What follows belongs to an exercise in optimizing a design on an open flow for small area; a production flow would make more cautious choices. Function was checked by simulation only, so behaviour that the tests miss may differ from the original. Power figures rest on the tool's default switching activity, not on a simulated workload.

==> inputs of violet <==
==> flow/design.v <==
module dhp_wcell (input logic we, input logic wen, input logic wd, input logic q,
                  output logic d);
  assign d = (we & wd) | (wen & q);
endmodule
module dhp_rsel3 (input logic s0, input logic d0, input logic s1, input logic d1,
                  input logic s2, input logic d2, output logic y);
  assign y = ~((s0 & d0) | (s1 & d1) | (s2 & d2));
endmodule
module dhp_nand2 (input logic a, input logic b, output logic y);
  assign y = ~(a & b);
endmodule
module dhp_nor2 (input logic a, input logic b, output logic y);
  assign y = ~(a | b);
endmodule
module dhp_inv (input logic a, output logic y);
  assign y = ~a;
endmodule
module dhp_rdbit (input logic [255:0] sel, input logic [255:0] d, output logic y);
  logic [85:0] t;    
  for (genvar k = 0; k < 85; k++) begin : g_t
    dhp_rsel3 u_t (.s0(sel[3*k]), .d0(d[3*k]), .s1(sel[3*k+1]), .d1(d[3*k+1]),
                   .s2(sel[3*k+2]), .d2(d[3*k+2]), .y(t[k]));
  end
  dhp_nand2 u_t85 (.a(sel[255]), .b(d[255]), .y(t[85]));
  assign y = ~(&t);
endmodule
module dmem_host_port #(
  parameter int DEPTH      = 256,
  parameter int MAX_CYCLES = 7000
) (
  input  logic        CLK,
  input  logic        RSTN,
  input  logic [15:0] dmem_addr,
  input  logic [15:0] dmem_wdata,
  input  logic        dmem_write,
  output logic [15:0] dmem_rdata,
  input  logic        load_req,
  input  logic        dump_req,
  input  logic        run_req,
  input  logic        halt_req,
  input  logic        host_wvalid,
  input  logic [15:0] host_wdata,
  output logic        host_wready,
  output logic        host_rvalid,
  output logic [15:0] host_rdata,
  input  logic        host_rready,
  output logic        start,
  output logic        stop,
  output logic [1:0]  state,
  output logic        err
);
  localparam logic [1:0] S_IDLE = 2'd0, S_LOAD = 2'd1, S_RUN = 2'd2, S_DUMP = 2'd3;
  logic [1:0]  state_q, state_d;
  logic        start_q, stop_q, err_q;
  logic [12:0] c_q, c_d;
  logic        s_idle, s_load, s_run, s_dump;
  assign s_idle = (state_q == S_IDLE);
  assign s_load = (state_q == S_LOAD);
  assign s_run  = (state_q == S_RUN);
  assign s_dump = (state_q == S_DUMP);
  logic in_range;
  assign in_range = (dmem_addr[15:8] == 8'd0);
  logic last;       
  assign last = &c_q[7:0];
  logic wd_hit;     
  assign wd_hit = (c_q == 13'(MAX_CYCLES - 1));
  logic h_step;     
  assign h_step = (s_load & host_wvalid) | (s_dump & host_rready);
  always_comb begin
    state_d = state_q;
    unique case (state_q)
      S_IDLE: begin
        if (load_req)      state_d = S_LOAD;
        else if (dump_req) state_d = S_DUMP;
        else if (run_req)  state_d = S_RUN;
      end
      S_RUN:   if (halt_req || wd_hit) state_d = S_IDLE;
      default: if (h_step && last) state_d = S_IDLE;
    endcase
  end
  assign c_d = s_idle ? 13'd0 : (c_q + 13'((s_run | h_step) ? 1 : 0));
  always_ff @(posedge CLK or negedge RSTN) begin
    if (!RSTN) begin
      state_q <= S_IDLE;
      start_q <= 1'b0;
      stop_q  <= 1'b0;
      err_q   <= 1'b0;
    end else begin
      state_q <= state_d;
      start_q <= s_idle & ~load_req & ~dump_req & run_req;
      stop_q  <= s_run & (halt_req | wd_hit);
      err_q   <= err_q | (s_run & dmem_write & ~in_range);
    end
  end
  always_ff @(posedge CLK) c_q <= c_d;
  logic [7:0]  addr;
  logic [15:0] wdata;
  logic        we;
  assign addr  = s_run ? dmem_addr[7:0] : c_q[7:0];
  assign wdata = s_run ? dmem_wdata : host_wdata;
  assign we    = s_run ? (dmem_write & in_range) : (s_load & host_wvalid);
  logic [15:0] hi_n, hiw_n, lo_n;
  always_comb begin
    for (int i = 0; i < 16; i++) begin
      hi_n[i]  = ~(addr[7:4] == 4'(i));
      hiw_n[i] = ~((addr[7:4] == 4'(i)) & we);
      lo_n[i]  = ~(addr[3:0] == 4'(i));
    end
  end
  logic [255:0]  rsel, wsel, wsel_n;
  logic [4095:0] mem_q, mem_d;    
  for (genvar i = 0; i < 256; i++) begin : g_word
    dhp_nor2 u_rsel (.a(hi_n[i/16]),  .b(lo_n[i%16]), .y(rsel[i]));
    dhp_nor2 u_wsel (.a(hiw_n[i/16]), .b(lo_n[i%16]), .y(wsel[i]));
    dhp_inv  u_wseln (.a(wsel[i]), .y(wsel_n[i]));
    for (genvar b = 0; b < 16; b++) begin : g_bit
      dhp_wcell u_w (.we(wsel[i]), .wen(wsel_n[i]), .wd(wdata[b]), .q(mem_q[16*i+b]),
                     .d(mem_d[16*i+b]));
    end
  end
  always_ff @(posedge CLK) mem_q <= mem_d;
  logic [15:0] rd;
  for (genvar b = 0; b < 16; b++) begin : g_rd
    logic [255:0] col;
    for (genvar i = 0; i < 256; i++) begin : g_col
      assign col[i] = mem_q[16*i+b];
    end
    dhp_rdbit u_rd (.sel(rsel), .d(col), .y(rd[b]));
  end
  assign dmem_rdata  = in_range ? rd : 16'h0000;
  assign host_rdata  = rd;
  assign host_wready = s_load;
  assign host_rvalid = s_dump;
  assign start       = start_q;
  assign stop        = stop_q;
  assign state       = state_q;
  assign err         = err_q;
endmodule
==> flow/flow/run.sh <==
#!/bin/bash
# Own flow: the standard layout (standard.sh, unchanged synthesis), with
#  - a clock tree of clkbuf_16 with sink clusters of up to 30 flip-flops within
#    70 um, buffers every 80 um on the upper tree, and no dummy loads,
#  - port buffers of the smallest buffer (every port still gets one).
set -euo pipefail
here=$(pwd)
bash standard.sh \
  "CTS_ARGS=-sink_clustering_enable -repair_clock_nets -dont_use_dummy_load -root_buf sky130_fd_sc_hd__clkbuf_16 -tree_buf sky130_fd_sc_hd__clkbuf_16 -buf_list sky130_fd_sc_hd__clkbuf_16 -sink_clustering_size 30 -sink_clustering_max_diameter 70 -distance_between_buffers 80" \
  "BUFFER_PORTS_ARGS=-buffer_cell sky130_fd_sc_hd__buf_1" \
  finish > "$here/standard_flow.log" 2>&1
==> flow/standard.sh <==
#!/bin/bash
# synth_recipe.tcl (not shown) runs the flow's synth.tcl, then flattens the netlist and writes it again
# the make line also repeats each setting of config.mk as NAME=value (left out here)
make -C /OpenROAD-flow-scripts/flow DESIGN_CONFIG=/design/flow/config.mk WORK_HOME=/design/flow/orfs CLKGATE_MAP_FILE= SYNTH_SCRIPT=/design/flow/synth_recipe.tcl "${@:-finish}"
==> flow/config.mk <==
export PLATFORM = sky130hd
export DESIGN_NAME = dmem_host_port
export DESIGN_NICKNAME = dmem_host_port
export VERILOG_FILES = /design/flow/design.v
export SDC_FILE = /design/flow/constraint.sdc
export NUM_CORES = 4
export LEC_CHECK = 0
export CAP_MARGIN = 10
export CORE_MARGIN = 2
export CORE_UTILIZATION = 50
export PLACE_DENSITY = 0.6
export SLEW_MARGIN = 10
export SYNTH_HIERARCHICAL = 1
export SYNTH_MINIMUM_KEEP_SIZE = 0
==> flow/constraint.sdc <==
create_clock -name core_clock -period 12.0 [get_ports {CLK}]
set_input_delay 2.4000 -clock core_clock [delete_from_list [all_inputs] [get_ports {CLK}]]
set_output_delay 2.4000 -clock core_clock [all_outputs]
set_load 0.01 [all_outputs]
==> quartz (differences from violet) <==
--- a/flow/config.mk
+++ b/flow/config.mk
@@ -7,3 +7,3 @@
 export LEC_CHECK = 0
-export CAP_MARGIN = 10
+export CAP_MARGIN = 20
 export CORE_MARGIN = 2
@@ -11,3 +11,3 @@
 export PLACE_DENSITY = 0.6
-export SLEW_MARGIN = 10
+export SLEW_MARGIN = 20
 export SYNTH_HIERARCHICAL = 1
==> summary.txt <==
Status: quartz timing/DRC/antenna clean; violet timing/DRC/antenna clean
Sequential portion of the cell area: quartz 0.534; violet 0.534
Peak ir drop on the vdd network: quartz 0.151 mV; violet 0.141 mV
Area occupied by multi-input gates: quartz 56300 um^2; violet 56100 um^2
CLK BUF: quartz 204; violet 208
Proportion of power drawn by combinational gates: quartz 0.143; violet 0.142
Final worst-path setup slack: quartz 1060 ps; violet 725 ps
Final critical-path required period: quartz 10940 ps; violet 11280 ps
Multi-input gate share of the layout cell area: quartz 0.365; violet 0.364
Layout buffering overhead excluding clock cells: quartz 0.0314; violet 0.0319
Reg clk slew, reported paths: quartz 50 ps; violet 70 ps
Fill cell count: quartz 23108; violet 23270
Power of the clock network: quartz 7380 uW; violet 7450 uW
CTS Buf Count: quartz 204; violet 208

## what the ideal ports hide
No port has a modelled driver above. Below, the same layouts with a new extraction and two added sets of constraints.
Step 1 assumes that a clkbuf_16 drives the clock port and a buf_2 every other input.
Step 2 adds t to the input delays and takes it off the output delays; t is the mean of the earliest and latest rising clock arrival at the registers after step 1. Input paths then give back, and output paths get back, about the clock's delay inside the block.
a / b / c = no drivers / after step 1 / after step 2; a / b = the first two.
| run | t, ns | setup WS [ns] | worst setup path at the end | worst slew at a driven data input, ns | cell pins on the clock port's net |
|---|---|---|---|---|---|
| violet | 1.268 | 0.725 / 0.700 / 0.700 | input to output | 0.06 | 1 |
| quartz | 1.251 | 1.059 / 1.031 / 1.031 | input to output | 0.06 | 1 |
After both steps setup and hold are still met in every run listed. For quartz, which loses most, drivers alone change the setup slack by -0.028 ns; drivers and shift together by -0.028 ns.
